What follows belongs to an exercise in optimizing a design on an open flow for small area, a short achievable clock period and few clock cycles per item; a production flow would make more cautious choices.
In this exercise RTL edits were held to simulation tests only and were not proved equivalent to the original.
Power figures rest on the tool's default switching activity, not on a simulated workload.

File: design.v
module alu_exec_ctrl #(
  parameter int MUL_LAT = 3
) (
  input  logic        clk,
  input  logic        rst_n,
  input  logic        instr_valid,
  output logic        instr_ready,
  input  logic [31:0] instr,
  output logic        busy,
  output logic        done,
  output logic        illegal,
  output logic [4:0]  wb_addr,
  output logic [15:0] wb_data,
  output logic [15:0] sgpr_out,
  input  logic [4:0]  dbg_addr,
  output logic [15:0] dbg_data
);
  logic [15:0] gpr [32];
  logic [31:0] gv;
  logic [15:0] sgpr;
  logic        s1_v;
  logic [31:0] ir;
  logic [4:0]  s1_opc, rs1, rs2;
  logic        imm;
  assign s1_opc = ir[31:27];
  assign rs1    = ir[21:17];
  assign imm    = ir[16];
  assign rs2    = ir[15:11];
  logic        s2_v, s2_we, s2_mul, s2_fa, s2_fb;
  logic [4:0]  s2_opc, s2_rd;
  logic        s2_imm;
  logic [15:0] ra, rb;
  logic        s3_v, s3_we, s3_mul;
  logic [15:0] hs0, hs1, hi;
  logic        hc, s3_hc;
  assign hi = hs0 + hs1 + {15'd0, s3_hc};
  logic        stall;
  assign stall = s1_v && s1_opc == 5'd4 && s2_v && s2_we &&
                 (s2_rd == rs1 || (!imm && s2_rd == rs2));
  assign instr_ready = rst_n && !stall;
  logic [4:0]  addr_a;
  logic [31:0] sel_a, sel_b;
  logic [15:0] rd_a, rd_b;
  logic        w3a, w3b;
  assign addr_a = s1_v ? rs1 : dbg_addr;
  assign sel_a  = (s1_v ? (32'd1 << rs1) : (32'd1 << dbg_addr)) & gv;
  assign sel_b  = (32'd1 << rs2) & gv;
  always_comb begin
    rd_a = '0;
    rd_b = '0;
    for (int i = 0; i < 32; i++) begin
      rd_a = rd_a | (gpr[i] & {16{sel_a[i]}});
      rd_b = rd_b | (gpr[i] & {16{sel_b[i]}});
    end
  end
  assign dbg_data = rd_a;
  assign sgpr_out = sgpr;
  assign w3a      = s3_v && s3_we && wb_addr == rs1;
  assign w3b      = s3_v && s3_we && wb_addr == rs2;
  always_ff @(posedge clk) begin
    if (!stall) ir <= instr;
    s2_opc <= s1_opc;
    s2_rd  <= ir[26:22];
    s2_imm <= imm;
    s2_we  <= s1_opc <= 5'd11;
    s2_mul <= s1_opc == 5'd4;
    s2_fa  <= s2_v && s2_we && s2_rd == rs1;
    s2_fb  <= !imm && s2_v && s2_we && s2_rd == rs2;
    ra     <= w3a ? wb_data : rd_a;
    rb     <= imm ? ir[15:0] : w3b ? wb_data : rd_b;
  end
  logic [15:0] a, b, alu, sg, sum, mv, lo;
  logic [31:0] r0, r1;
  logic        sub;
  assign a = s2_fa ? wb_data : ra;
  assign b = s2_fb ? wb_data : rb;
  mul16_csa u_mul (.a(ra), .b(rb), .r0(r0), .r1(r1));
  assign {hc, lo} = {1'b0, r0[15:0]} + {1'b0, r1[15:0]};
  assign sg  = s3_v && s3_mul ? hi : sgpr;
  assign sub = s2_opc[0];
  assign sum = a + (b ^ {16{sub}}) + {15'd0, sub};
  assign mv  = s2_imm ? b : a;
  always_comb begin
    case (s2_opc)
      5'd0:    alu = sg;
      5'd1:    alu = mv;
      5'd2:    alu = sum;
      5'd3:    alu = sum;
      5'd5:    alu = a | b;
      5'd6:    alu = a & b;
      5'd7:    alu = a ^ b;
      5'd8:    alu = ~(a ^ b);
      5'd9:    alu = ~(a & b);
      5'd10:   alu = ~(a | b);
      5'd11:   alu = ~mv;
      default: alu = '0;
    endcase
  end
  always_ff @(posedge clk) begin
    s3_we   <= s2_we;
    s3_mul  <= s2_mul;
    wb_addr <= s2_rd;
    wb_data <= s2_mul ? lo : alu;
    hs0     <= r0[31:16];
    hs1     <= r1[31:16];
    s3_hc   <= hc;
    if (s3_v && s3_we) gpr[wb_addr] <= wb_data;
  end
  always_ff @(posedge clk or negedge rst_n)
    if (!rst_n) begin
      s1_v <= 1'b0;
      s2_v <= 1'b0;
      s3_v <= 1'b0;
      sgpr <= '0;
      gv   <= '0;
    end else begin
      s1_v <= stall || instr_valid;
      s2_v <= s1_v && !stall;
      s3_v <= s2_v;
      if (s3_v && s3_mul) sgpr <= hi;
      if (s3_v && s3_we) gv[wb_addr] <= 1'b1;
    end
  assign illegal = !s3_we;
  assign busy = s1_v || s2_v || s3_v;
  assign done = s3_v;
endmodule
module mul16_csa(input [15:0] a, input [15:0] b, output [31:0] r0, output [31:0] r1);
  wire pp0_0 = a[0] & b[0];
  wire pp0_1 = a[1] & b[0];
  wire pp0_2 = a[2] & b[0];
  wire pp0_3 = a[3] & b[0];
  wire pp0_4 = a[4] & b[0];
  wire pp0_5 = a[5] & b[0];
  wire pp0_6 = a[6] & b[0];
  wire pp0_7 = a[7] & b[0];
  wire pp0_8 = a[8] & b[0];
  wire pp0_9 = a[9] & b[0];
  wire pp0_10 = a[10] & b[0];
  wire pp0_11 = a[11] & b[0];
  wire pp0_12 = a[12] & b[0];
  wire pp0_13 = a[13] & b[0];
  wire pp0_14 = a[14] & b[0];
  wire pp0_15 = a[15] & b[0];
  wire pp1_0 = a[0] & b[1];
  wire pp1_1 = a[1] & b[1];
  wire pp1_2 = a[2] & b[1];
  wire pp1_3 = a[3] & b[1];
  wire pp1_4 = a[4] & b[1];
  wire pp1_5 = a[5] & b[1];
  wire pp1_6 = a[6] & b[1];
  wire pp1_7 = a[7] & b[1];
  wire pp1_8 = a[8] & b[1];
  wire pp1_9 = a[9] & b[1];
  wire pp1_10 = a[10] & b[1];
  wire pp1_11 = a[11] & b[1];
  wire pp1_12 = a[12] & b[1];
  wire pp1_13 = a[13] & b[1];
  wire pp1_14 = a[14] & b[1];
  wire pp1_15 = a[15] & b[1];
  wire pp2_0 = a[0] & b[2];
  wire pp2_1 = a[1] & b[2];
  wire pp2_2 = a[2] & b[2];
  wire pp2_3 = a[3] & b[2];
  wire pp2_4 = a[4] & b[2];
  wire pp2_5 = a[5] & b[2];
  wire pp2_6 = a[6] & b[2];
  wire pp2_7 = a[7] & b[2];
  wire pp2_8 = a[8] & b[2];
  wire pp2_9 = a[9] & b[2];
  wire pp2_10 = a[10] & b[2];
  wire pp2_11 = a[11] & b[2];
  wire pp2_12 = a[12] & b[2];
  wire pp2_13 = a[13] & b[2];
  wire pp2_14 = a[14] & b[2];
  wire pp2_15 = a[15] & b[2];
  wire pp3_0 = a[0] & b[3];
  wire pp3_1 = a[1] & b[3];
  wire pp3_2 = a[2] & b[3];
  wire pp3_3 = a[3] & b[3];
  wire pp3_4 = a[4] & b[3];
  wire pp3_5 = a[5] & b[3];
  wire pp3_6 = a[6] & b[3];
  wire pp3_7 = a[7] & b[3];
  wire pp3_8 = a[8] & b[3];
  wire pp3_9 = a[9] & b[3];
  wire pp3_10 = a[10] & b[3];
  wire pp3_11 = a[11] & b[3];
  wire pp3_12 = a[12] & b[3];
  wire pp3_13 = a[13] & b[3];
  wire pp3_14 = a[14] & b[3];
  wire pp3_15 = a[15] & b[3];
  wire pp4_0 = a[0] & b[4];
  wire pp4_1 = a[1] & b[4];
  wire pp4_2 = a[2] & b[4];
  wire pp4_3 = a[3] & b[4];
  wire pp4_4 = a[4] & b[4];
  wire pp4_5 = a[5] & b[4];
  wire pp4_6 = a[6] & b[4];
  wire pp4_7 = a[7] & b[4];
  wire pp4_8 = a[8] & b[4];
  wire pp4_9 = a[9] & b[4];
  wire pp4_10 = a[10] & b[4];
  wire pp4_11 = a[11] & b[4];
  wire pp4_12 = a[12] & b[4];
  wire pp4_13 = a[13] & b[4];
  wire pp4_14 = a[14] & b[4];
  wire pp4_15 = a[15] & b[4];
  wire pp5_0 = a[0] & b[5];
  wire pp5_1 = a[1] & b[5];
  wire pp5_2 = a[2] & b[5];
  wire pp5_3 = a[3] & b[5];
  wire pp5_4 = a[4] & b[5];
  wire pp5_5 = a[5] & b[5];
  wire pp5_6 = a[6] & b[5];
  wire pp5_7 = a[7] & b[5];
  wire pp5_8 = a[8] & b[5];
  wire pp5_9 = a[9] & b[5];
  wire pp5_10 = a[10] & b[5];
  wire pp5_11 = a[11] & b[5];
  wire pp5_12 = a[12] & b[5];
  wire pp5_13 = a[13] & b[5];
  wire pp5_14 = a[14] & b[5];
  wire pp5_15 = a[15] & b[5];
  wire pp6_0 = a[0] & b[6];
  wire pp6_1 = a[1] & b[6];
  wire pp6_2 = a[2] & b[6];
  wire pp6_3 = a[3] & b[6];
  wire pp6_4 = a[4] & b[6];
  wire pp6_5 = a[5] & b[6];
  wire pp6_6 = a[6] & b[6];
  wire pp6_7 = a[7] & b[6];
  wire pp6_8 = a[8] & b[6];
  wire pp6_9 = a[9] & b[6];
  wire pp6_10 = a[10] & b[6];
  wire pp6_11 = a[11] & b[6];
  wire pp6_12 = a[12] & b[6];
  wire pp6_13 = a[13] & b[6];
  wire pp6_14 = a[14] & b[6];
  wire pp6_15 = a[15] & b[6];
  wire pp7_0 = a[0] & b[7];
  wire pp7_1 = a[1] & b[7];
  wire pp7_2 = a[2] & b[7];
  wire pp7_3 = a[3] & b[7];
  wire pp7_4 = a[4] & b[7];
  wire pp7_5 = a[5] & b[7];
  wire pp7_6 = a[6] & b[7];
  wire pp7_7 = a[7] & b[7];
  wire pp7_8 = a[8] & b[7];
  wire pp7_9 = a[9] & b[7];
  wire pp7_10 = a[10] & b[7];
  wire pp7_11 = a[11] & b[7];
  wire pp7_12 = a[12] & b[7];
  wire pp7_13 = a[13] & b[7];
  wire pp7_14 = a[14] & b[7];
  wire pp7_15 = a[15] & b[7];
  wire pp8_0 = a[0] & b[8];
  wire pp8_1 = a[1] & b[8];
  wire pp8_2 = a[2] & b[8];
  wire pp8_3 = a[3] & b[8];
  wire pp8_4 = a[4] & b[8];
  wire pp8_5 = a[5] & b[8];
  wire pp8_6 = a[6] & b[8];
  wire pp8_7 = a[7] & b[8];
  wire pp8_8 = a[8] & b[8];
  wire pp8_9 = a[9] & b[8];
  wire pp8_10 = a[10] & b[8];
  wire pp8_11 = a[11] & b[8];
  wire pp8_12 = a[12] & b[8];
  wire pp8_13 = a[13] & b[8];
  wire pp8_14 = a[14] & b[8];
  wire pp8_15 = a[15] & b[8];
  wire pp9_0 = a[0] & b[9];
  wire pp9_1 = a[1] & b[9];
  wire pp9_2 = a[2] & b[9];
  wire pp9_3 = a[3] & b[9];
  wire pp9_4 = a[4] & b[9];
  wire pp9_5 = a[5] & b[9];
  wire pp9_6 = a[6] & b[9];
  wire pp9_7 = a[7] & b[9];
  wire pp9_8 = a[8] & b[9];
  wire pp9_9 = a[9] & b[9];
  wire pp9_10 = a[10] & b[9];
  wire pp9_11 = a[11] & b[9];
  wire pp9_12 = a[12] & b[9];
  wire pp9_13 = a[13] & b[9];
  wire pp9_14 = a[14] & b[9];
  wire pp9_15 = a[15] & b[9];
  wire pp10_0 = a[0] & b[10];
  wire pp10_1 = a[1] & b[10];
  wire pp10_2 = a[2] & b[10];
  wire pp10_3 = a[3] & b[10];
  wire pp10_4 = a[4] & b[10];
  wire pp10_5 = a[5] & b[10];
  wire pp10_6 = a[6] & b[10];
  wire pp10_7 = a[7] & b[10];
  wire pp10_8 = a[8] & b[10];
  wire pp10_9 = a[9] & b[10];
  wire pp10_10 = a[10] & b[10];
  wire pp10_11 = a[11] & b[10];
  wire pp10_12 = a[12] & b[10];
  wire pp10_13 = a[13] & b[10];
  wire pp10_14 = a[14] & b[10];
  wire pp10_15 = a[15] & b[10];
  wire pp11_0 = a[0] & b[11];
  wire pp11_1 = a[1] & b[11];
  wire pp11_2 = a[2] & b[11];
  wire pp11_3 = a[3] & b[11];
  wire pp11_4 = a[4] & b[11];
  wire pp11_5 = a[5] & b[11];
  wire pp11_6 = a[6] & b[11];
  wire pp11_7 = a[7] & b[11];
  wire pp11_8 = a[8] & b[11];
  wire pp11_9 = a[9] & b[11];
  wire pp11_10 = a[10] & b[11];
  wire pp11_11 = a[11] & b[11];
  wire pp11_12 = a[12] & b[11];
  wire pp11_13 = a[13] & b[11];
  wire pp11_14 = a[14] & b[11];
  wire pp11_15 = a[15] & b[11];
  wire pp12_0 = a[0] & b[12];
  wire pp12_1 = a[1] & b[12];
  wire pp12_2 = a[2] & b[12];
  wire pp12_3 = a[3] & b[12];
  wire pp12_4 = a[4] & b[12];
  wire pp12_5 = a[5] & b[12];
  wire pp12_6 = a[6] & b[12];
  wire pp12_7 = a[7] & b[12];
  wire pp12_8 = a[8] & b[12];
  wire pp12_9 = a[9] & b[12];
  wire pp12_10 = a[10] & b[12];
  wire pp12_11 = a[11] & b[12];
  wire pp12_12 = a[12] & b[12];
  wire pp12_13 = a[13] & b[12];
  wire pp12_14 = a[14] & b[12];
  wire pp12_15 = a[15] & b[12];
  wire pp13_0 = a[0] & b[13];
  wire pp13_1 = a[1] & b[13];
  wire pp13_2 = a[2] & b[13];
  wire pp13_3 = a[3] & b[13];
  wire pp13_4 = a[4] & b[13];
  wire pp13_5 = a[5] & b[13];
  wire pp13_6 = a[6] & b[13];
  wire pp13_7 = a[7] & b[13];
  wire pp13_8 = a[8] & b[13];
  wire pp13_9 = a[9] & b[13];
  wire pp13_10 = a[10] & b[13];
  wire pp13_11 = a[11] & b[13];
  wire pp13_12 = a[12] & b[13];
  wire pp13_13 = a[13] & b[13];
  wire pp13_14 = a[14] & b[13];
  wire pp13_15 = a[15] & b[13];
  wire pp14_0 = a[0] & b[14];
  wire pp14_1 = a[1] & b[14];
  wire pp14_2 = a[2] & b[14];
  wire pp14_3 = a[3] & b[14];
  wire pp14_4 = a[4] & b[14];
  wire pp14_5 = a[5] & b[14];
  wire pp14_6 = a[6] & b[14];
  wire pp14_7 = a[7] & b[14];
  wire pp14_8 = a[8] & b[14];
  wire pp14_9 = a[9] & b[14];
  wire pp14_10 = a[10] & b[14];
  wire pp14_11 = a[11] & b[14];
  wire pp14_12 = a[12] & b[14];
  wire pp14_13 = a[13] & b[14];
  wire pp14_14 = a[14] & b[14];
  wire pp14_15 = a[15] & b[14];
  wire pp15_0 = a[0] & b[15];
  wire pp15_1 = a[1] & b[15];
  wire pp15_2 = a[2] & b[15];
  wire pp15_3 = a[3] & b[15];
  wire pp15_4 = a[4] & b[15];
  wire pp15_5 = a[5] & b[15];
  wire pp15_6 = a[6] & b[15];
  wire pp15_7 = a[7] & b[15];
  wire pp15_8 = a[8] & b[15];
  wire pp15_9 = a[9] & b[15];
  wire pp15_10 = a[10] & b[15];
  wire pp15_11 = a[11] & b[15];
  wire pp15_12 = a[12] & b[15];
  wire pp15_13 = a[13] & b[15];
  wire pp15_14 = a[14] & b[15];
  wire pp15_15 = a[15] & b[15];
  wire s0 = pp0_13 ^ pp1_12;
  wire c0 = pp0_13 & pp1_12;
  wire s1 = pp0_14 ^ pp1_13 ^ pp2_12;
  wire c1 = (pp0_14 & pp1_13) | (pp0_14 & pp2_12) | (pp1_13 & pp2_12);
  wire s2 = pp3_11 ^ pp4_10;
  wire c2 = pp3_11 & pp4_10;
  wire s3 = pp0_15 ^ pp1_14 ^ pp2_13;
  wire c3 = (pp0_15 & pp1_14) | (pp0_15 & pp2_13) | (pp1_14 & pp2_13);
  wire s4 = pp3_12 ^ pp4_11 ^ pp5_10;
  wire c4 = (pp3_12 & pp4_11) | (pp3_12 & pp5_10) | (pp4_11 & pp5_10);
  wire s5 = pp6_9 ^ pp7_8;
  wire c5 = pp6_9 & pp7_8;
  wire s6 = pp1_15 ^ pp2_14 ^ pp3_13;
  wire c6 = (pp1_15 & pp2_14) | (pp1_15 & pp3_13) | (pp2_14 & pp3_13);
  wire s7 = pp4_12 ^ pp5_11 ^ pp6_10;
  wire c7 = (pp4_12 & pp5_11) | (pp4_12 & pp6_10) | (pp5_11 & pp6_10);
  wire s8 = pp7_9 ^ pp8_8;
  wire c8 = pp7_9 & pp8_8;
  wire s9 = pp2_15 ^ pp3_14 ^ pp4_13;
  wire c9 = (pp2_15 & pp3_14) | (pp2_15 & pp4_13) | (pp3_14 & pp4_13);
  wire s10 = pp5_12 ^ pp6_11 ^ pp7_10;
  wire c10 = (pp5_12 & pp6_11) | (pp5_12 & pp7_10) | (pp6_11 & pp7_10);
  wire s11 = pp3_15 ^ pp4_14 ^ pp5_13;
  wire c11 = (pp3_15 & pp4_14) | (pp3_15 & pp5_13) | (pp4_14 & pp5_13);
  wire s12 = pp0_9 ^ pp1_8;
  wire c12 = pp0_9 & pp1_8;
  wire s13 = pp0_10 ^ pp1_9 ^ pp2_8;
  wire c13 = (pp0_10 & pp1_9) | (pp0_10 & pp2_8) | (pp1_9 & pp2_8);
  wire s14 = pp3_7 ^ pp4_6;
  wire c14 = pp3_7 & pp4_6;
  wire s15 = pp0_11 ^ pp1_10 ^ pp2_9;
  wire c15 = (pp0_11 & pp1_10) | (pp0_11 & pp2_9) | (pp1_10 & pp2_9);
  wire s16 = pp3_8 ^ pp4_7 ^ pp5_6;
  wire c16 = (pp3_8 & pp4_7) | (pp3_8 & pp5_6) | (pp4_7 & pp5_6);
  wire s17 = pp6_5 ^ pp7_4;
  wire c17 = pp6_5 & pp7_4;
  wire s18 = pp0_12 ^ pp1_11 ^ pp2_10;
  wire c18 = (pp0_12 & pp1_11) | (pp0_12 & pp2_10) | (pp1_11 & pp2_10);
  wire s19 = pp3_9 ^ pp4_8 ^ pp5_7;
  wire c19 = (pp3_9 & pp4_8) | (pp3_9 & pp5_7) | (pp4_8 & pp5_7);
  wire s20 = pp6_6 ^ pp7_5 ^ pp8_4;
  wire c20 = (pp6_6 & pp7_5) | (pp6_6 & pp8_4) | (pp7_5 & pp8_4);
  wire s21 = pp9_3 ^ pp10_2;
  wire c21 = pp9_3 & pp10_2;
  wire s22 = pp2_11 ^ pp3_10 ^ pp4_9;
  wire c22 = (pp2_11 & pp3_10) | (pp2_11 & pp4_9) | (pp3_10 & pp4_9);
  wire s23 = pp5_8 ^ pp6_7 ^ pp7_6;
  wire c23 = (pp5_8 & pp6_7) | (pp5_8 & pp7_6) | (pp6_7 & pp7_6);
  wire s24 = pp8_5 ^ pp9_4 ^ pp10_3;
  wire c24 = (pp8_5 & pp9_4) | (pp8_5 & pp10_3) | (pp9_4 & pp10_3);
  wire s25 = pp11_2 ^ pp12_1 ^ pp13_0;
  wire c25 = (pp11_2 & pp12_1) | (pp11_2 & pp13_0) | (pp12_1 & pp13_0);
  wire s26 = pp5_9 ^ pp6_8 ^ pp7_7;
  wire c26 = (pp5_9 & pp6_8) | (pp5_9 & pp7_7) | (pp6_8 & pp7_7);
  wire s27 = pp8_6 ^ pp9_5 ^ pp10_4;
  wire c27 = (pp8_6 & pp9_5) | (pp8_6 & pp10_4) | (pp9_5 & pp10_4);
  wire s28 = pp11_3 ^ pp12_2 ^ pp13_1;
  wire c28 = (pp11_3 & pp12_2) | (pp11_3 & pp13_1) | (pp12_2 & pp13_1);
  wire s29 = pp14_0 ^ s1 ^ s2;
  wire c29 = (pp14_0 & s1) | (pp14_0 & s2) | (s1 & s2);
  wire s30 = pp8_7 ^ pp9_6 ^ pp10_5;
  wire c30 = (pp8_7 & pp9_6) | (pp8_7 & pp10_5) | (pp9_6 & pp10_5);
  wire s31 = pp11_4 ^ pp12_3 ^ pp13_2;
  wire c31 = (pp11_4 & pp12_3) | (pp11_4 & pp13_2) | (pp12_3 & pp13_2);
  wire s32 = pp14_1 ^ pp15_0 ^ s3;
  wire c32 = (pp14_1 & pp15_0) | (pp14_1 & s3) | (pp15_0 & s3);
  wire s33 = s4 ^ s5 ^ c1;
  wire c33 = (s4 & s5) | (s4 & c1) | (s5 & c1);
  wire s34 = pp9_7 ^ pp10_6 ^ pp11_5;
  wire c34 = (pp9_7 & pp10_6) | (pp9_7 & pp11_5) | (pp10_6 & pp11_5);
  wire s35 = pp12_4 ^ pp13_3 ^ pp14_2;
  wire c35 = (pp12_4 & pp13_3) | (pp12_4 & pp14_2) | (pp13_3 & pp14_2);
  wire s36 = pp15_1 ^ s6 ^ s7;
  wire c36 = (pp15_1 & s6) | (pp15_1 & s7) | (s6 & s7);
  wire s37 = s8 ^ c3 ^ c4;
  wire c37 = (s8 & c3) | (s8 & c4) | (c3 & c4);
  wire s38 = pp8_9 ^ pp9_8 ^ pp10_7;
  wire c38 = (pp8_9 & pp9_8) | (pp8_9 & pp10_7) | (pp9_8 & pp10_7);
  wire s39 = pp11_6 ^ pp12_5 ^ pp13_4;
  wire c39 = (pp11_6 & pp12_5) | (pp11_6 & pp13_4) | (pp12_5 & pp13_4);
  wire s40 = pp14_3 ^ pp15_2 ^ s9;
  wire c40 = (pp14_3 & pp15_2) | (pp14_3 & s9) | (pp15_2 & s9);
  wire s41 = s10 ^ c6 ^ c7;
  wire c41 = (s10 & c6) | (s10 & c7) | (c6 & c7);
  wire s42 = pp6_12 ^ pp7_11 ^ pp8_10;
  wire c42 = (pp6_12 & pp7_11) | (pp6_12 & pp8_10) | (pp7_11 & pp8_10);
  wire s43 = pp9_9 ^ pp10_8 ^ pp11_7;
  wire c43 = (pp9_9 & pp10_8) | (pp9_9 & pp11_7) | (pp10_8 & pp11_7);
  wire s44 = pp12_6 ^ pp13_5 ^ pp14_4;
  wire c44 = (pp12_6 & pp13_5) | (pp12_6 & pp14_4) | (pp13_5 & pp14_4);
  wire s45 = pp15_3 ^ s11 ^ c9;
  wire c45 = (pp15_3 & s11) | (pp15_3 & c9) | (s11 & c9);
  wire s46 = pp4_15 ^ pp5_14 ^ pp6_13;
  wire c46 = (pp4_15 & pp5_14) | (pp4_15 & pp6_13) | (pp5_14 & pp6_13);
  wire s47 = pp7_12 ^ pp8_11 ^ pp9_10;
  wire c47 = (pp7_12 & pp8_11) | (pp7_12 & pp9_10) | (pp8_11 & pp9_10);
  wire s48 = pp10_9 ^ pp11_8 ^ pp12_7;
  wire c48 = (pp10_9 & pp11_8) | (pp10_9 & pp12_7) | (pp11_8 & pp12_7);
  wire s49 = pp13_6 ^ pp14_5 ^ pp15_4;
  wire c49 = (pp13_6 & pp14_5) | (pp13_6 & pp15_4) | (pp14_5 & pp15_4);
  wire s50 = pp5_15 ^ pp6_14 ^ pp7_13;
  wire c50 = (pp5_15 & pp6_14) | (pp5_15 & pp7_13) | (pp6_14 & pp7_13);
  wire s51 = pp8_12 ^ pp9_11 ^ pp10_10;
  wire c51 = (pp8_12 & pp9_11) | (pp8_12 & pp10_10) | (pp9_11 & pp10_10);
  wire s52 = pp11_9 ^ pp12_8 ^ pp13_7;
  wire c52 = (pp11_9 & pp12_8) | (pp11_9 & pp13_7) | (pp12_8 & pp13_7);
  wire s53 = pp6_15 ^ pp7_14 ^ pp8_13;
  wire c53 = (pp6_15 & pp7_14) | (pp6_15 & pp8_13) | (pp7_14 & pp8_13);
  wire s54 = pp9_12 ^ pp10_11 ^ pp11_10;
  wire c54 = (pp9_12 & pp10_11) | (pp9_12 & pp11_10) | (pp10_11 & pp11_10);
  wire s55 = pp7_15 ^ pp8_14 ^ pp9_13;
  wire c55 = (pp7_15 & pp8_14) | (pp7_15 & pp9_13) | (pp8_14 & pp9_13);
  wire s56 = pp0_6 ^ pp1_5;
  wire c56 = pp0_6 & pp1_5;
  wire s57 = pp0_7 ^ pp1_6 ^ pp2_5;
  wire c57 = (pp0_7 & pp1_6) | (pp0_7 & pp2_5) | (pp1_6 & pp2_5);
  wire s58 = pp3_4 ^ pp4_3;
  wire c58 = pp3_4 & pp4_3;
  wire s59 = pp0_8 ^ pp1_7 ^ pp2_6;
  wire c59 = (pp0_8 & pp1_7) | (pp0_8 & pp2_6) | (pp1_7 & pp2_6);
  wire s60 = pp3_5 ^ pp4_4 ^ pp5_3;
  wire c60 = (pp3_5 & pp4_4) | (pp3_5 & pp5_3) | (pp4_4 & pp5_3);
  wire s61 = pp6_2 ^ pp7_1;
  wire c61 = pp6_2 & pp7_1;
  wire s62 = pp2_7 ^ pp3_6 ^ pp4_5;
  wire c62 = (pp2_7 & pp3_6) | (pp2_7 & pp4_5) | (pp3_6 & pp4_5);
  wire s63 = pp5_4 ^ pp6_3 ^ pp7_2;
  wire c63 = (pp5_4 & pp6_3) | (pp5_4 & pp7_2) | (pp6_3 & pp7_2);
  wire s64 = pp8_1 ^ pp9_0 ^ s12;
  wire c64 = (pp8_1 & pp9_0) | (pp8_1 & s12) | (pp9_0 & s12);
  wire s65 = pp5_5 ^ pp6_4 ^ pp7_3;
  wire c65 = (pp5_5 & pp6_4) | (pp5_5 & pp7_3) | (pp6_4 & pp7_3);
  wire s66 = pp8_2 ^ pp9_1 ^ pp10_0;
  wire c66 = (pp8_2 & pp9_1) | (pp8_2 & pp10_0) | (pp9_1 & pp10_0);
  wire s67 = s13 ^ s14 ^ c12;
  wire c67 = (s13 & s14) | (s13 & c12) | (s14 & c12);
  wire s68 = pp8_3 ^ pp9_2 ^ pp10_1;
  wire c68 = (pp8_3 & pp9_2) | (pp8_3 & pp10_1) | (pp9_2 & pp10_1);
  wire s69 = pp11_0 ^ s15 ^ s16;
  wire c69 = (pp11_0 & s15) | (pp11_0 & s16) | (s15 & s16);
  wire s70 = s17 ^ c13 ^ c14;
  wire c70 = (s17 & c13) | (s17 & c14) | (c13 & c14);
  wire s71 = pp11_1 ^ pp12_0 ^ s18;
  wire c71 = (pp11_1 & pp12_0) | (pp11_1 & s18) | (pp12_0 & s18);
  wire s72 = s19 ^ s20 ^ s21;
  wire c72 = (s19 & s20) | (s19 & s21) | (s20 & s21);
  wire s73 = c15 ^ c16 ^ c17;
  wire c73 = (c15 & c16) | (c15 & c17) | (c16 & c17);
  wire s74 = s0 ^ s22 ^ s23;
  wire c74 = (s0 & s22) | (s0 & s23) | (s22 & s23);
  wire s75 = s24 ^ s25 ^ c18;
  wire c75 = (s24 & s25) | (s24 & c18) | (s25 & c18);
  wire s76 = c19 ^ c20 ^ c21;
  wire c76 = (c19 & c20) | (c19 & c21) | (c20 & c21);
  wire s77 = c0 ^ s26 ^ s27;
  wire c77 = (c0 & s26) | (c0 & s27) | (s26 & s27);
  wire s78 = s28 ^ s29 ^ c22;
  wire c78 = (s28 & s29) | (s28 & c22) | (s29 & c22);
  wire s79 = c23 ^ c24 ^ c25;
  wire c79 = (c23 & c24) | (c23 & c25) | (c24 & c25);
  wire s80 = c2 ^ s30 ^ s31;
  wire c80 = (c2 & s30) | (c2 & s31) | (s30 & s31);
  wire s81 = s32 ^ s33 ^ c26;
  wire c81 = (s32 & s33) | (s32 & c26) | (s33 & c26);
  wire s82 = c27 ^ c28 ^ c29;
  wire c82 = (c27 & c28) | (c27 & c29) | (c28 & c29);
  wire s83 = c5 ^ s34 ^ s35;
  wire c83 = (c5 & s34) | (c5 & s35) | (s34 & s35);
  wire s84 = s36 ^ s37 ^ c30;
  wire c84 = (s36 & s37) | (s36 & c30) | (s37 & c30);
  wire s85 = c31 ^ c32 ^ c33;
  wire c85 = (c31 & c32) | (c31 & c33) | (c32 & c33);
  wire s86 = c8 ^ s38 ^ s39;
  wire c86 = (c8 & s38) | (c8 & s39) | (s38 & s39);
  wire s87 = s40 ^ s41 ^ c34;
  wire c87 = (s40 & s41) | (s40 & c34) | (s41 & c34);
  wire s88 = c35 ^ c36 ^ c37;
  wire c88 = (c35 & c36) | (c35 & c37) | (c36 & c37);
  wire s89 = c10 ^ s42 ^ s43;
  wire c89 = (c10 & s42) | (c10 & s43) | (s42 & s43);
  wire s90 = s44 ^ s45 ^ c38;
  wire c90 = (s44 & s45) | (s44 & c38) | (s45 & c38);
  wire s91 = c39 ^ c40 ^ c41;
  wire c91 = (c39 & c40) | (c39 & c41) | (c40 & c41);
  wire s92 = c11 ^ s46 ^ s47;
  wire c92 = (c11 & s46) | (c11 & s47) | (s46 & s47);
  wire s93 = s48 ^ s49 ^ c42;
  wire c93 = (s48 & s49) | (s48 & c42) | (s49 & c42);
  wire s94 = c43 ^ c44 ^ c45;
  wire c94 = (c43 & c44) | (c43 & c45) | (c44 & c45);
  wire s95 = pp14_6 ^ pp15_5 ^ s50;
  wire c95 = (pp14_6 & pp15_5) | (pp14_6 & s50) | (pp15_5 & s50);
  wire s96 = s51 ^ s52 ^ c46;
  wire c96 = (s51 & s52) | (s51 & c46) | (s52 & c46);
  wire s97 = c47 ^ c48 ^ c49;
  wire c97 = (c47 & c48) | (c47 & c49) | (c48 & c49);
  wire s98 = pp12_9 ^ pp13_8 ^ pp14_7;
  wire c98 = (pp12_9 & pp13_8) | (pp12_9 & pp14_7) | (pp13_8 & pp14_7);
  wire s99 = pp15_6 ^ s53 ^ s54;
  wire c99 = (pp15_6 & s53) | (pp15_6 & s54) | (s53 & s54);
  wire s100 = c50 ^ c51 ^ c52;
  wire c100 = (c50 & c51) | (c50 & c52) | (c51 & c52);
  wire s101 = pp10_12 ^ pp11_11 ^ pp12_10;
  wire c101 = (pp10_12 & pp11_11) | (pp10_12 & pp12_10) | (pp11_11 & pp12_10);
  wire s102 = pp13_9 ^ pp14_8 ^ pp15_7;
  wire c102 = (pp13_9 & pp14_8) | (pp13_9 & pp15_7) | (pp14_8 & pp15_7);
  wire s103 = s55 ^ c53 ^ c54;
  wire c103 = (s55 & c53) | (s55 & c54) | (c53 & c54);
  wire s104 = pp8_15 ^ pp9_14 ^ pp10_13;
  wire c104 = (pp8_15 & pp9_14) | (pp8_15 & pp10_13) | (pp9_14 & pp10_13);
  wire s105 = pp11_12 ^ pp12_11 ^ pp13_10;
  wire c105 = (pp11_12 & pp12_11) | (pp11_12 & pp13_10) | (pp12_11 & pp13_10);
  wire s106 = pp14_9 ^ pp15_8 ^ c55;
  wire c106 = (pp14_9 & pp15_8) | (pp14_9 & c55) | (pp15_8 & c55);
  wire s107 = pp9_15 ^ pp10_14 ^ pp11_13;
  wire c107 = (pp9_15 & pp10_14) | (pp9_15 & pp11_13) | (pp10_14 & pp11_13);
  wire s108 = pp12_12 ^ pp13_11 ^ pp14_10;
  wire c108 = (pp12_12 & pp13_11) | (pp12_12 & pp14_10) | (pp13_11 & pp14_10);
  wire s109 = pp10_15 ^ pp11_14 ^ pp12_13;
  wire c109 = (pp10_15 & pp11_14) | (pp10_15 & pp12_13) | (pp11_14 & pp12_13);
  wire s110 = pp0_4 ^ pp1_3;
  wire c110 = pp0_4 & pp1_3;
  wire s111 = pp0_5 ^ pp1_4 ^ pp2_3;
  wire c111 = (pp0_5 & pp1_4) | (pp0_5 & pp2_3) | (pp1_4 & pp2_3);
  wire s112 = pp3_2 ^ pp4_1;
  wire c112 = pp3_2 & pp4_1;
  wire s113 = pp2_4 ^ pp3_3 ^ pp4_2;
  wire c113 = (pp2_4 & pp3_3) | (pp2_4 & pp4_2) | (pp3_3 & pp4_2);
  wire s114 = pp5_1 ^ pp6_0 ^ s56;
  wire c114 = (pp5_1 & pp6_0) | (pp5_1 & s56) | (pp6_0 & s56);
  wire s115 = pp5_2 ^ pp6_1 ^ pp7_0;
  wire c115 = (pp5_2 & pp6_1) | (pp5_2 & pp7_0) | (pp6_1 & pp7_0);
  wire s116 = s57 ^ s58 ^ c56;
  wire c116 = (s57 & s58) | (s57 & c56) | (s58 & c56);
  wire s117 = pp8_0 ^ s59 ^ s60;
  wire c117 = (pp8_0 & s59) | (pp8_0 & s60) | (s59 & s60);
  wire s118 = s61 ^ c57 ^ c58;
  wire c118 = (s61 & c57) | (s61 & c58) | (c57 & c58);
  wire s119 = s62 ^ s63 ^ s64;
  wire c119 = (s62 & s63) | (s62 & s64) | (s63 & s64);
  wire s120 = c59 ^ c60 ^ c61;
  wire c120 = (c59 & c60) | (c59 & c61) | (c60 & c61);
  wire s121 = s65 ^ s66 ^ s67;
  wire c121 = (s65 & s66) | (s65 & s67) | (s66 & s67);
  wire s122 = c62 ^ c63 ^ c64;
  wire c122 = (c62 & c63) | (c62 & c64) | (c63 & c64);
  wire s123 = s68 ^ s69 ^ s70;
  wire c123 = (s68 & s69) | (s68 & s70) | (s69 & s70);
  wire s124 = c65 ^ c66 ^ c67;
  wire c124 = (c65 & c66) | (c65 & c67) | (c66 & c67);
  wire s125 = s71 ^ s72 ^ s73;
  wire c125 = (s71 & s72) | (s71 & s73) | (s72 & s73);
  wire s126 = c68 ^ c69 ^ c70;
  wire c126 = (c68 & c69) | (c68 & c70) | (c69 & c70);
  wire s127 = s74 ^ s75 ^ s76;
  wire c127 = (s74 & s75) | (s74 & s76) | (s75 & s76);
  wire s128 = c71 ^ c72 ^ c73;
  wire c128 = (c71 & c72) | (c71 & c73) | (c72 & c73);
  wire s129 = s77 ^ s78 ^ s79;
  wire c129 = (s77 & s78) | (s77 & s79) | (s78 & s79);
  wire s130 = c74 ^ c75 ^ c76;
  wire c130 = (c74 & c75) | (c74 & c76) | (c75 & c76);
  wire s131 = s80 ^ s81 ^ s82;
  wire c131 = (s80 & s81) | (s80 & s82) | (s81 & s82);
  wire s132 = c77 ^ c78 ^ c79;
  wire c132 = (c77 & c78) | (c77 & c79) | (c78 & c79);
  wire s133 = s83 ^ s84 ^ s85;
  wire c133 = (s83 & s84) | (s83 & s85) | (s84 & s85);
  wire s134 = c80 ^ c81 ^ c82;
  wire c134 = (c80 & c81) | (c80 & c82) | (c81 & c82);
  wire s135 = s86 ^ s87 ^ s88;
  wire c135 = (s86 & s87) | (s86 & s88) | (s87 & s88);
  wire s136 = c83 ^ c84 ^ c85;
  wire c136 = (c83 & c84) | (c83 & c85) | (c84 & c85);
  wire s137 = s89 ^ s90 ^ s91;
  wire c137 = (s89 & s90) | (s89 & s91) | (s90 & s91);
  wire s138 = c86 ^ c87 ^ c88;
  wire c138 = (c86 & c87) | (c86 & c88) | (c87 & c88);
  wire s139 = s92 ^ s93 ^ s94;
  wire c139 = (s92 & s93) | (s92 & s94) | (s93 & s94);
  wire s140 = c89 ^ c90 ^ c91;
  wire c140 = (c89 & c90) | (c89 & c91) | (c90 & c91);
  wire s141 = s95 ^ s96 ^ s97;
  wire c141 = (s95 & s96) | (s95 & s97) | (s96 & s97);
  wire s142 = c92 ^ c93 ^ c94;
  wire c142 = (c92 & c93) | (c92 & c94) | (c93 & c94);
  wire s143 = s98 ^ s99 ^ s100;
  wire c143 = (s98 & s99) | (s98 & s100) | (s99 & s100);
  wire s144 = c95 ^ c96 ^ c97;
  wire c144 = (c95 & c96) | (c95 & c97) | (c96 & c97);
  wire s145 = s101 ^ s102 ^ s103;
  wire c145 = (s101 & s102) | (s101 & s103) | (s102 & s103);
  wire s146 = c98 ^ c99 ^ c100;
  wire c146 = (c98 & c99) | (c98 & c100) | (c99 & c100);
  wire s147 = s104 ^ s105 ^ s106;
  wire c147 = (s104 & s105) | (s104 & s106) | (s105 & s106);
  wire s148 = c101 ^ c102 ^ c103;
  wire c148 = (c101 & c102) | (c101 & c103) | (c102 & c103);
  wire s149 = pp15_9 ^ s107 ^ s108;
  wire c149 = (pp15_9 & s107) | (pp15_9 & s108) | (s107 & s108);
  wire s150 = c104 ^ c105 ^ c106;
  wire c150 = (c104 & c105) | (c104 & c106) | (c105 & c106);
  wire s151 = pp13_12 ^ pp14_11 ^ pp15_10;
  wire c151 = (pp13_12 & pp14_11) | (pp13_12 & pp15_10) | (pp14_11 & pp15_10);
  wire s152 = s109 ^ c107 ^ c108;
  wire c152 = (s109 & c107) | (s109 & c108) | (c107 & c108);
  wire s153 = pp11_15 ^ pp12_14 ^ pp13_13;
  wire c153 = (pp11_15 & pp12_14) | (pp11_15 & pp13_13) | (pp12_14 & pp13_13);
  wire s154 = pp14_12 ^ pp15_11 ^ c109;
  wire c154 = (pp14_12 & pp15_11) | (pp14_12 & c109) | (pp15_11 & c109);
  wire s155 = pp12_15 ^ pp13_14 ^ pp14_13;
  wire c155 = (pp12_15 & pp13_14) | (pp12_15 & pp14_13) | (pp13_14 & pp14_13);
  wire s156 = pp0_3 ^ pp1_2;
  wire c156 = pp0_3 & pp1_2;
  wire s157 = pp2_2 ^ pp3_1 ^ pp4_0;
  wire c157 = (pp2_2 & pp3_1) | (pp2_2 & pp4_0) | (pp3_1 & pp4_0);
  wire s158 = pp5_0 ^ s111 ^ s112;
  wire c158 = (pp5_0 & s111) | (pp5_0 & s112) | (s111 & s112);
  wire s159 = s113 ^ s114 ^ c111;
  wire c159 = (s113 & s114) | (s113 & c111) | (s114 & c111);
  wire s160 = s115 ^ s116 ^ c113;
  wire c160 = (s115 & s116) | (s115 & c113) | (s116 & c113);
  wire s161 = s117 ^ s118 ^ c115;
  wire c161 = (s117 & s118) | (s117 & c115) | (s118 & c115);
  wire s162 = s119 ^ s120 ^ c117;
  wire c162 = (s119 & s120) | (s119 & c117) | (s120 & c117);
  wire s163 = s121 ^ s122 ^ c119;
  wire c163 = (s121 & s122) | (s121 & c119) | (s122 & c119);
  wire s164 = s123 ^ s124 ^ c121;
  wire c164 = (s123 & s124) | (s123 & c121) | (s124 & c121);
  wire s165 = s125 ^ s126 ^ c123;
  wire c165 = (s125 & s126) | (s125 & c123) | (s126 & c123);
  wire s166 = s127 ^ s128 ^ c125;
  wire c166 = (s127 & s128) | (s127 & c125) | (s128 & c125);
  wire s167 = s129 ^ s130 ^ c127;
  wire c167 = (s129 & s130) | (s129 & c127) | (s130 & c127);
  wire s168 = s131 ^ s132 ^ c129;
  wire c168 = (s131 & s132) | (s131 & c129) | (s132 & c129);
  wire s169 = s133 ^ s134 ^ c131;
  wire c169 = (s133 & s134) | (s133 & c131) | (s134 & c131);
  wire s170 = s135 ^ s136 ^ c133;
  wire c170 = (s135 & s136) | (s135 & c133) | (s136 & c133);
  wire s171 = s137 ^ s138 ^ c135;
  wire c171 = (s137 & s138) | (s137 & c135) | (s138 & c135);
  wire s172 = s139 ^ s140 ^ c137;
  wire c172 = (s139 & s140) | (s139 & c137) | (s140 & c137);
  wire s173 = s141 ^ s142 ^ c139;
  wire c173 = (s141 & s142) | (s141 & c139) | (s142 & c139);
  wire s174 = s143 ^ s144 ^ c141;
  wire c174 = (s143 & s144) | (s143 & c141) | (s144 & c141);
  wire s175 = s145 ^ s146 ^ c143;
  wire c175 = (s145 & s146) | (s145 & c143) | (s146 & c143);
  wire s176 = s147 ^ s148 ^ c145;
  wire c176 = (s147 & s148) | (s147 & c145) | (s148 & c145);
  wire s177 = s149 ^ s150 ^ c147;
  wire c177 = (s149 & s150) | (s149 & c147) | (s150 & c147);
  wire s178 = s151 ^ s152 ^ c149;
  wire c178 = (s151 & s152) | (s151 & c149) | (s152 & c149);
  wire s179 = s153 ^ s154 ^ c151;
  wire c179 = (s153 & s154) | (s153 & c151) | (s154 & c151);
  wire s180 = pp15_12 ^ s155 ^ c153;
  wire c180 = (pp15_12 & s155) | (pp15_12 & c153) | (s155 & c153);
  wire s181 = pp13_15 ^ pp14_14 ^ pp15_13;
  wire c181 = (pp13_15 & pp14_14) | (pp13_15 & pp15_13) | (pp14_14 & pp15_13);
  wire s182 = pp0_2 ^ pp1_1;
  wire c182 = pp0_2 & pp1_1;
  wire s183 = pp2_1 ^ pp3_0 ^ s156;
  wire c183 = (pp2_1 & pp3_0) | (pp2_1 & s156) | (pp3_0 & s156);
  wire s184 = s110 ^ s157 ^ c156;
  wire c184 = (s110 & s157) | (s110 & c156) | (s157 & c156);
  wire s185 = c110 ^ s158 ^ c157;
  wire c185 = (c110 & s158) | (c110 & c157) | (s158 & c157);
  wire s186 = c112 ^ s159 ^ c158;
  wire c186 = (c112 & s159) | (c112 & c158) | (s159 & c158);
  wire s187 = c114 ^ s160 ^ c159;
  wire c187 = (c114 & s160) | (c114 & c159) | (s160 & c159);
  wire s188 = c116 ^ s161 ^ c160;
  wire c188 = (c116 & s161) | (c116 & c160) | (s161 & c160);
  wire s189 = c118 ^ s162 ^ c161;
  wire c189 = (c118 & s162) | (c118 & c161) | (s162 & c161);
  wire s190 = c120 ^ s163 ^ c162;
  wire c190 = (c120 & s163) | (c120 & c162) | (s163 & c162);
  wire s191 = c122 ^ s164 ^ c163;
  wire c191 = (c122 & s164) | (c122 & c163) | (s164 & c163);
  wire s192 = c124 ^ s165 ^ c164;
  wire c192 = (c124 & s165) | (c124 & c164) | (s165 & c164);
  wire s193 = c126 ^ s166 ^ c165;
  wire c193 = (c126 & s166) | (c126 & c165) | (s166 & c165);
  wire s194 = c128 ^ s167 ^ c166;
  wire c194 = (c128 & s167) | (c128 & c166) | (s167 & c166);
  wire s195 = c130 ^ s168 ^ c167;
  wire c195 = (c130 & s168) | (c130 & c167) | (s168 & c167);
  wire s196 = c132 ^ s169 ^ c168;
  wire c196 = (c132 & s169) | (c132 & c168) | (s169 & c168);
  wire s197 = c134 ^ s170 ^ c169;
  wire c197 = (c134 & s170) | (c134 & c169) | (s170 & c169);
  wire s198 = c136 ^ s171 ^ c170;
  wire c198 = (c136 & s171) | (c136 & c170) | (s171 & c170);
  wire s199 = c138 ^ s172 ^ c171;
  wire c199 = (c138 & s172) | (c138 & c171) | (s172 & c171);
  wire s200 = c140 ^ s173 ^ c172;
  wire c200 = (c140 & s173) | (c140 & c172) | (s173 & c172);
  wire s201 = c142 ^ s174 ^ c173;
  wire c201 = (c142 & s174) | (c142 & c173) | (s174 & c173);
  wire s202 = c144 ^ s175 ^ c174;
  wire c202 = (c144 & s175) | (c144 & c174) | (s175 & c174);
  wire s203 = c146 ^ s176 ^ c175;
  wire c203 = (c146 & s176) | (c146 & c175) | (s176 & c175);
  wire s204 = c148 ^ s177 ^ c176;
  wire c204 = (c148 & s177) | (c148 & c176) | (s177 & c176);
  wire s205 = c150 ^ s178 ^ c177;
  wire c205 = (c150 & s178) | (c150 & c177) | (s178 & c177);
  wire s206 = c152 ^ s179 ^ c178;
  wire c206 = (c152 & s179) | (c152 & c178) | (s179 & c178);
  wire s207 = c154 ^ s180 ^ c179;
  wire c207 = (c154 & s180) | (c154 & c179) | (s180 & c179);
  wire s208 = c155 ^ s181 ^ c180;
  wire c208 = (c155 & s181) | (c155 & c180) | (s181 & c180);
  wire s209 = pp14_15 ^ pp15_14 ^ c181;
  wire c209 = (pp14_15 & pp15_14) | (pp14_15 & c181) | (pp15_14 & c181);
  assign r0 = {1'b0, pp15_15, s209, s208, s207, s206, s205, s204, s203, s202, s201, s200, s199, s198, s197, s196, s195, s194, s193, s192, s191, s190, s189, s188, s187, s186, s185, s184, s183, pp2_0, pp0_1, pp0_0};
  assign r1 = {1'b0, c209, c208, c207, c206, c205, c204, c203, c202, c201, c200, c199, c198, c197, c196, c195, c194, c193, c192, c191, c190, c189, c188, c187, c186, c185, c184, c183, c182, s182, pp1_0, 1'b0};
endmodule
File: flow/run.sh
#!/bin/bash
# The standard layout (standard.sh: standard synthesis through finish), with clock tree
# synthesis using clkbuf_4 buffers and no dummy loads, and the port buffers made from buf_1.
# All tool output goes to standard_flow.log here; ORFS's per-step logs stay under orfs/logs/.
set -o pipefail
export CTS_ARGS="-sink_clustering_enable -repair_clock_nets -dont_use_dummy_load -buf_list sky130_fd_sc_hd__clkbuf_4"
export BUFFER_PORTS_ARGS="-buffer_cell sky130_fd_sc_hd__buf_1"
bash standard.sh > standard_flow.log 2>&1
File: standard.sh
#!/bin/bash
# synth_recipe.tcl (not shown) runs the flow's synth.tcl, then flattens the netlist and writes it again
# the make line also repeats each setting of config.mk as NAME=value (left out here)
make -C /OpenROAD-flow-scripts/flow DESIGN_CONFIG=/design/flow/config.mk WORK_HOME=/design/flow/orfs CLKGATE_MAP_FILE= SYNTH_SCRIPT=/design/flow/synth_recipe.tcl "${@:-finish}"
File: config.mk
export PLATFORM = sky130hd
export DESIGN_NAME = alu_exec_ctrl
export DESIGN_NICKNAME = alu_exec_ctrl
export VERILOG_FILES = /design/flow/design.v
export SDC_FILE = /design/flow/constraint.sdc
export NUM_CORES = 4
export LEC_CHECK = 0
export CAP_MARGIN = 20
export CORE_MARGIN = 2
export CORE_UTILIZATION = 60
export PLACE_DENSITY = 0.75
export SETUP_SLACK_MARGIN = 4.3
export SLEW_MARGIN = 20
export TNS_END_PERCENT = 5
File: constraint.sdc
create_clock -name core_clock -period 10.0 [get_ports {clk}]
set_input_delay 2.0000 -clock core_clock [delete_from_list [all_inputs] [get_ports {clk}]]
set_output_delay 2.0000 -clock core_clock [all_outputs]
set_load 0.01 [all_outputs]
==> qor.txt, run 1 <==
sequential area share after synthesis -> 51.3%
Hold/Removal Path Class -> flop to flop
Crit. End Element -> output pin
EDFF count, synth -> 544
Req. time, crit path -> 8.00 ns
Vias/cell -> 7.61
multi-input logic area -> 17400 µm²
mapped cell area -> 38300 µm²
die height -> 257 µm
Psw -> 2.01 mW
fmax -> 0.161 GHz
H-tree level count -> 4
critical-path cell list -> buf_2 -> nand3b_1 -> a21oi_2 -> and3_1 -> buf_4 -> a22o_1 -> a221oi_1 -> nand3_1 -> or4_4 -> buf_2
Ports -> 97
setup violators final -> 0
Cell Int Power -> 4.53 mW
DP HPWL -> 91800 µm
vias in the first global route -> 31581
CP most frequent cell -> buf_2
worst-path fanout max -> 16
routed wire length -> 156000 µm
share of layout cells above drive strength 1 -> 14.5%
total global routing overflow -> 0
cell count after synthesis -> 3182
post-synthesis net count -> 3515
Leak Pwr -> 16.0 nW
Hold Buf Count CTS -> 0
setup total negative slack -> 0 ns
WP buf/inv -> 3
Tmin final -> 6.23 ns
first drt pass iteration count -> 14
initial antenna violation count -> 10
initial core utilization -> 60.6%
critical path arrival -> 4.23 ns
PortBufs -> 96
pwr dens -> 156 nW/µm²
Crit path max-delay family -> simple AND/OR/NAND/NOR gates
Slew @ Worst Pin -> 1.31 ns
Max-Cap Viols -> 0
fill cell count -> 4863
Row Count -> 92
crit start category -> input port
first-pass GRT wire length -> 217000 µm
clock root cell -> clkbuf_4
maximum VDD drop -> 0.000113 V
Relative slew margins -> 11.5%
Final #Nets -> 3717
Setup CP Type -> input port to output pin
fin crit share -> 62.3%
pre-CTS setup slack -> 3.40 ns
DRC viols -> 0
synth warn -> 1
GP Congestion -> 1.02
flops & latches, synth -> 696
CTS tree -> done
Syn Area/Cell -> 12.0 µm²
Synth cell types -> 66
Net Sw Frac -> 30.8%
antenna viol nets, final -> 0
status -> complete, no violations
ys async rst share -> 7.33%
Num CTS Buffers -> 176
Crit-path slowest cell -> or4_4
clock network power share -> 28.2%
Crit path largest cell delay -> 0.46 ns
full die area -> 65800 µm²
final hold violations -> 0
top_reg_cell synth -> edfxtp_1
Area Growth Syn to Fin -> 9.97%
Gate power share -> 19.1%
unrepaired setup endpoints after global routing -> yes
all-layer global routing usage -> 46.9%
Final Slew Violations -> 0
routed vias -> 32223
setup ws final -> 3.77 ns
Initial DRC Count -> 6065
clock slew at reported path FFs -> 0.07 ns
clock skew -> 0.101 ns
Clock Tree Buf Depth -> 3
width of the die -> 257 µm
Storage cell area -> 19600 µm²
worst-skew pair later-pin latency -> 1.09 ns
Flop pwr share -> 52.7%
pin count of the biggest net entering global routing -> 53
core area -> 63100 µm²
Clock Sink Count -> 696
average wire per standard cell -> 36.9 µm
-- cell usage after synthesis, drive strengths merged, types with 74 or more instances --
| master | n | area, µm² |
|---|---|---|
| a22oi | 400 | 3000 |
| and2 | 215 | 1350 |
| clkbuf | 176 | 661 |
| dfxtp | 101 | 2020 |
| edfxtp | 544 | 16300 |
| fa | 199 | 3980 |
| ha | 94 | 1180 |
| inv | 245 | 920 |
| nand2 | 141 | 529 |
| nand4 | 98 | 613 |
| nor2 | 103 | 387 |
| o21ai | 74 | 370 |
-- logic make-up after synthesis --
group / share of synthesized area [%]
flip-flops: 51.3
adder cells (fa/ha/maj): 13.5
buffers and inverters: 4.73
XOR/XNOR: 1.74
AND/OR/NAND/NOR: 11.3
multiplexers: 1.97
AO/OA/AOI/OAI: 15.5
-- placed cells by master, fill, tap and decap left out, types with 20 or more instances in the layout --
master / synthesis / routed
mux2i_1: 32 / 32
nand2_1: 141 / 141
edfxtp_1: 544 / 544
ha_1: 94 / 94
a22o_1: 60 / 60
a22oi_1: 400 / 399
inv_1: 245 / 244
fa_1: 199 / 199
dfxtp_1: 101 / 100
a21o_1: 48 / 48
clkbuf_4: 0 / 176
a221oi_2: 10 / 25
mux2_2: 35 / 34
nand4_1: 98 / 98
nor2_4: 0 / 20
nor4_1: 23 / 20
xor2_1: 30 / 30
dfrtp_1: 51 / 50
and3_1: 69 / 54
o21ai_0: 60 / 60
xnor2_1: 46 / 46
buf_4: 0 / 108
and2_1: 215 / 215
a221oi_1: 56 / 41
a21oi_1: 65 / 62
nand3_1: 59 / 59
buf_1: 6 / 79
nor2_1: 103 / 71
-- power by group through the flow --
stage / sequential, mW / clock, mW / combinational (mW)
after floorplan: 3.43 / 0 / 0.790
after global placement: 3.49 / 0 / 1.15
after detailed placement: 3.49 / 0 / 1.20
after CTS: 3.44 / 1.84 / 1.21
after global routing: 3.45 / 1.97 / 1.36
final: 3.45 / 1.85 / 1.25
-- final timing paths --
check | from | end | slack (ns) | cells past startpoint
max reg2reg | ra[8] | wb_data[15] | 4.33 | 17
min | ir[23] | s2_rd[1] | 0.34 | 0
min reg2reg | ir[23] | s2_rd[1] | 0.34 | 0
max in group asynchronous | rst_n | gv[24] | 8.33 | 2
max | dbg_addr[3] | dbg_data[5] | 3.77 | 10
min in group asynchronous | rst_n | s3_v | 1.08 | 2
-- cell type report --
type / instances / share of cell area (%)
Timing Repair Buffer: 235 / 4.18
Inverter: 245 / 2.19
Sequential cell: 696 / 46.7
Antenna cell: 7 / 0.0416
Clock buffer: 176 / 3.14
Multi-Input combinational cell: 2030 / 41.3
Tap cell: 846 / 2.52
-- per-layer routing --
metal / part of all wire [%] / up-vias / global-route usage [%]
li1: - / 12235 / -
met3: 17 / 1266 / 22.0
met2: 41 / 3415 / 67.1
met5: 0.22 / - / 2.05
met1: 31 / 15288 / 55.7
met4: 10 / 19 / 32.9
-- metrics by stage --
step	area (µm²)	utilization (%)	total power [mW]	hold WS [ns]	cells
after floorplan	38300	-	4.22	0.323	3182
after global placement	39800	63.1	4.64	0.329	4019
after detailed placement	39800	63.1	4.69	0.334	4019
after CTS	41500	65.8	6.48	0.341	4203
after global routing	42100	66.7	6.78	0.352	4231
final	42100	66.7	6.54	0.337	4235
-- registers in the layout, indices dropped and copies added (netlist names), 5 cells and up --
| register | flops |
|---|---|
| gpr | 512 |
| gv | 32 |
| hs0 | 15 |
| hs1 | 15 |
| ir | 32 |
| ra | 16 |
| rb | 16 |
| s2_opc | 5 |
| s2_rd | 5 |
| sgpr | 16 |
| wb_addr | 5 |
| wb_data | 16 |
-- timing repair --
action,4_1_cts,5_1_grt
resized for setup,86,57
hold endpoints to repair,0,0
pin swaps,11,20
cloned,1,1
setup buffers,7,24
setup endpoints to repair,16,17
Testbench counts, summed over its fixed seeds: cycles 32,137, instrs 32,000.
==> inputs of run 2 (changes only) <==
--- a/config.mk
+++ b/config.mk
@@ -10,4 +10,4 @@
 export CORE_UTILIZATION = 60
-export PLACE_DENSITY = 0.75
-export SETUP_SLACK_MARGIN = 4.3
+export PLACE_DENSITY = 0.85
+export SETUP_SLACK_MARGIN = 4
 export SLEW_MARGIN = 20
==> qor.txt, run 2 <==
status -> complete, no violations
width of the die -> 257 µm (unchanged)
pin count of the biggest net entering global routing -> 53 (unchanged)
initial core utilization -> 60.6% (unchanged)
synth warn -> 1 (unchanged)
total global routing overflow -> 0 (unchanged)
Final Non-Filler Cells -> 4240 (+0.12%)
pwr dens -> 157 nW/µm² (+0.95%)
Max-Cap Viols -> 0 (unchanged)
Worst Reg-to-Reg Cells -> 17 (unchanged)
hold path depth -> 0 (unchanged)
Synth cell types -> 66 (unchanged)
post-synthesis net count -> 3515 (unchanged)
antenna viol nets, final -> 0 (unchanged)
crit start category -> input port
mapped cell area -> 38300 µm² (unchanged)
PortBufs -> 96 (unchanged)
commonest non-fill, non-tap cell in the layout -> edfxtp_1
average wire per standard cell -> 36.5 µm (-1.1%)
Area Growth Syn to Fin -> 9.58%
Num CTS Buffers -> 174 (-1.1%)
ys async rst share -> 7.33% (unchanged)
Syn Area/Cell -> 12.0 µm² (unchanged)
hold endpoint -> s2_rd[3]
min-delay src -> ir[25]
Ports -> 97 (unchanged)
initial antenna violation count -> 9 (-1)
critical-path cell list -> buf_2 -> mux2i_4 -> a21oi_2 -> and3_1 -> buf_6 -> a22o_1 -> a221oi_2 -> nand3_1 -> or4_4 -> buf_6
Crit path largest cell delay -> 0.60 ns (+0.14 ns)
count leader, synth -> edfxtp_1
CP most frequent cell -> buf_6
fin crit share -> 62.2% (about the same)
top-area cell type share of the netlist area -> 42.7% (unchanged)
DP HPWL -> 91800 µm (about the same)
Clock Tree Buf Depth -> 3 (unchanged)
post-route design area -> 41900 µm² (-0.35%)
clock slew at reported path FFs -> 0.06 ns (about the same)
max FFs per register -> 512 (unchanged)
vias in the first global route -> 31134 (-1.4%)
DRC viols -> 0 (unchanged)
fmax -> 0.161 GHz (about the same)
routed vias -> 31947 (-0.86%)
Leak Pwr -> 16.0 nW (-0.28%)
sequential area share after synthesis -> 51.3% (unchanged)
M3 GR Usage -> 24.8% (+2.7 points)
most used routing layer -> met2
Row Count -> 92 (unchanged)
Hold Buf Count CTS -> 0 (unchanged)
critical path arrival -> 4.22 ns (about the same)
worst-path fanout max -> 16 (unchanged)
reg-to-reg slack, setup -> 4.41 ns (+0.08 ns)
die height -> 257 µm (unchanged)
first drt pass iteration count -> 11 (-3)
Req. time, crit path -> 8.00 ns (about the same)
Synth area leader -> edfxtp_1
Top reg by flops -> gpr
Hold/Removal Path Class -> flop to flop
flops & latches, synth -> 696 (unchanged)
maximum VDD drop -> 0.000177 V (+57%)
Final #Nets -> 3715 (-0.054%)
Setup CP Type -> input port to output pin
routed wire length -> 155000 µm (-0.98%)
biggest regs -> gpr: 512 flops, gv: 32 flops, ir: 32 flops
leading cell types in the layout, fill and taps excluded -> edfxtp_1 (544), a22oi_1 (400), inv_1 (244)
EDFF count, synth -> 544 (unchanged)
post-layout util -> 66.5% (-0.24 points)
H-tree level count -> 4 (unchanged)
Slew @ Worst Pin -> 1.30 ns (-0.0198 ns)
worst r2r src -> rb[2]
GP Congestion -> 1.01 (-0.63%)
first-pass GRT wire length -> 216000 µm (-0.78%)
cell count after synthesis -> 3182 (unchanged)
Clock Sink Count -> 696 (unchanged)
setup total negative slack -> 0 ns (unchanged)
clock root cell -> clkbuf_4
placed cells -> 4032 (+0.32%)
Vias/cell -> 7.53 (-0.97%)
area post-placement -> 39900 µm² (+0.20%)
synth top area cells -> edfxtp_1 (43%), fa_1 (10%), a22oi_1 (7.8%), dfxtp_1 (5.3%), and2_1 (3.5%)
Post-synth top cells -> edfxtp_1 (544), a22oi_1 (400), inv_1 (245)
share of layout cells above drive strength 1 -> 14.1% (-0.38 points)
WP buf/inv -> 3 (unchanged)
fill cell count -> 4738 (-2.6%)
setup violators final -> 0 (unchanged)
Relative slew margins -> 12.9% (+1.3 points)
core area -> 63100 µm² (unchanged)
unrepaired setup endpoints after global routing -> yes
Tmin final -> 6.22 ns (-0.00295 ns)
total chip power -> 6.58 mW (+0.60%)
CTS tree -> done
met2 Usage GRT -> 65.9% (-1.3 points)
full die area -> 65800 µm² (unchanged)
final hold violations -> 0 (unchanged)
GR Layer Usage met1 -> 55.3% (-0.46 points)
Initial DRC Count -> 6899 (+14%)
Crit-path slowest cell -> or4_4
Crit. End Element -> output pin
all-layer global routing usage -> 46.6% (-0.27 points)
Final Slew Violations -> 0 (unchanged)
top_reg_cell synth -> edfxtp_1
Crit path max-delay family -> simple AND/OR/NAND/NOR gates
reg2reg end -> wb_data[15]
clock skew -> 0.122 ns (+0.0210 ns)
worst-skew pair later-pin latency -> 1.08 ns (about the same)
## run 2: logic make-up (layout without fill, tap and decap cells)
logic type	after synthesis	in the layout	share of synthesized area (%)
AOI/OAI and AO/OA	802	803	15.5
xor gates and xnor gates	76	76	1.74
adders and majority gates	293	293	13.5
buffers and inverters	457	654	4.73
DFF	696	696	51.3
muxes	69	69	1.97
other	0	14	0
and+or+nand+nor	789	789	11.3
## run 2: worst max path at each step
| stage | slack (ns) | end | cells after the start | start |
|---|---|---|---|---|
| after global placement | 3.47 | dbg_data[1] | 10 | dbg_addr[0] |
| after detailed placement | 3.42 | dbg_data[1] | 10 | dbg_addr[0] |
| after CTS | 3.85 | dbg_data[6] | 10 | dbg_addr[4] |
| after floorplan | 4.30 | dbg_data[14] | 8 | dbg_addr[3] |
| final | 3.78 | dbg_data[2] | 10 | dbg_addr[4] |
| after global routing | 3.79 | dbg_data[2] | 11 | dbg_addr[4] |
## run 2: per-stage QoR
step / hold WS (ns) / setup slack, ns
2_1_floorplan: 0.323 / 4.30
3_3_place_gp: 0.324 / 3.47
3_5_place_dp: 0.330 / 3.42
4_1_cts: 0.348 / 3.85
5_1_grt: 0.350 / 3.79
6_report: 0.348 / 3.78
## run 2: per-layer routing
metal,up-vias,wire [µm],share of wire [%]
li1,12234,-,-
met1,15136,49100,32
met2,3460,62300,40
met3,1113,29000,19
met4,4,14300,9.2
met5,-,124,0.080
## run 2: power by group
group / internal, mW / total, mW / switching (mW)
clock network: 0.786 / 1.84 / 1.05
registers: 3.27 / 3.43 / 0.159
logic: 0.473 / 1.31 / 0.838
## run 2: cell type report
| class | count | area [µm²] | area share, % |
|---|---|---|---|
| diodes | 14 | 35.0 | 0.0836 |
| multi-input cells | 2030 | 17300 | 41.2 |
| repair buffers | 235 | 1680 | 4.02 |
| flip-flops and latches | 696 | 19600 | 46.8 |
| well taps | 846 | 1060 | 2.53 |
| inverters | 245 | 922 | 2.20 |
| clock buffers | 174 | 1310 | 3.12 |
## run 2: repair_timing
| item | CTS | global route |
|---|---|---|
| gates cloned | 1 | 0 |
| pin swaps | 9 | 14 |
| hold endpoints to repair | 0 | 0 |
| setup buffers | 11 | 8 |
| resized for setup | 68 | 56 |
| endpoints found under the setup margin | 16 | 16 |

==> separate check: timing with driven ports <==
The flow's constraints put no driver on any port. The routed layouts listed below were extracted and timed again, unchanged, in two steps. Step 1: set_driving_cell puts a clkbuf_16 on clk and a buf_2 on each other input, an assumption about the parent block. Step 2 adds t to the input delays and takes it off the output delays; t is the mean of the earliest and latest rising clock arrival at the registers after step 1. Input paths then give back, and output paths get back, about the clock's delay inside the block. a / b / c = ideal ports / drivers / drivers and shift; a / b = the first two.
run | shift t [ns] | slack for setup (ns) | slew at the worst register clock pin (ns)
run 1 | 1.095 | 3.772 / 3.720 / 3.720 | 0.08 / 0.08
run 2 | 1.079 | 3.775 / 3.716 / 3.716 | 0.09 / 0.09
After both steps setup and hold are still met in every run listed. The setup slack of run 2, which loses most, moves by -0.059 ns with the drivers and by -0.059 ns with both steps.
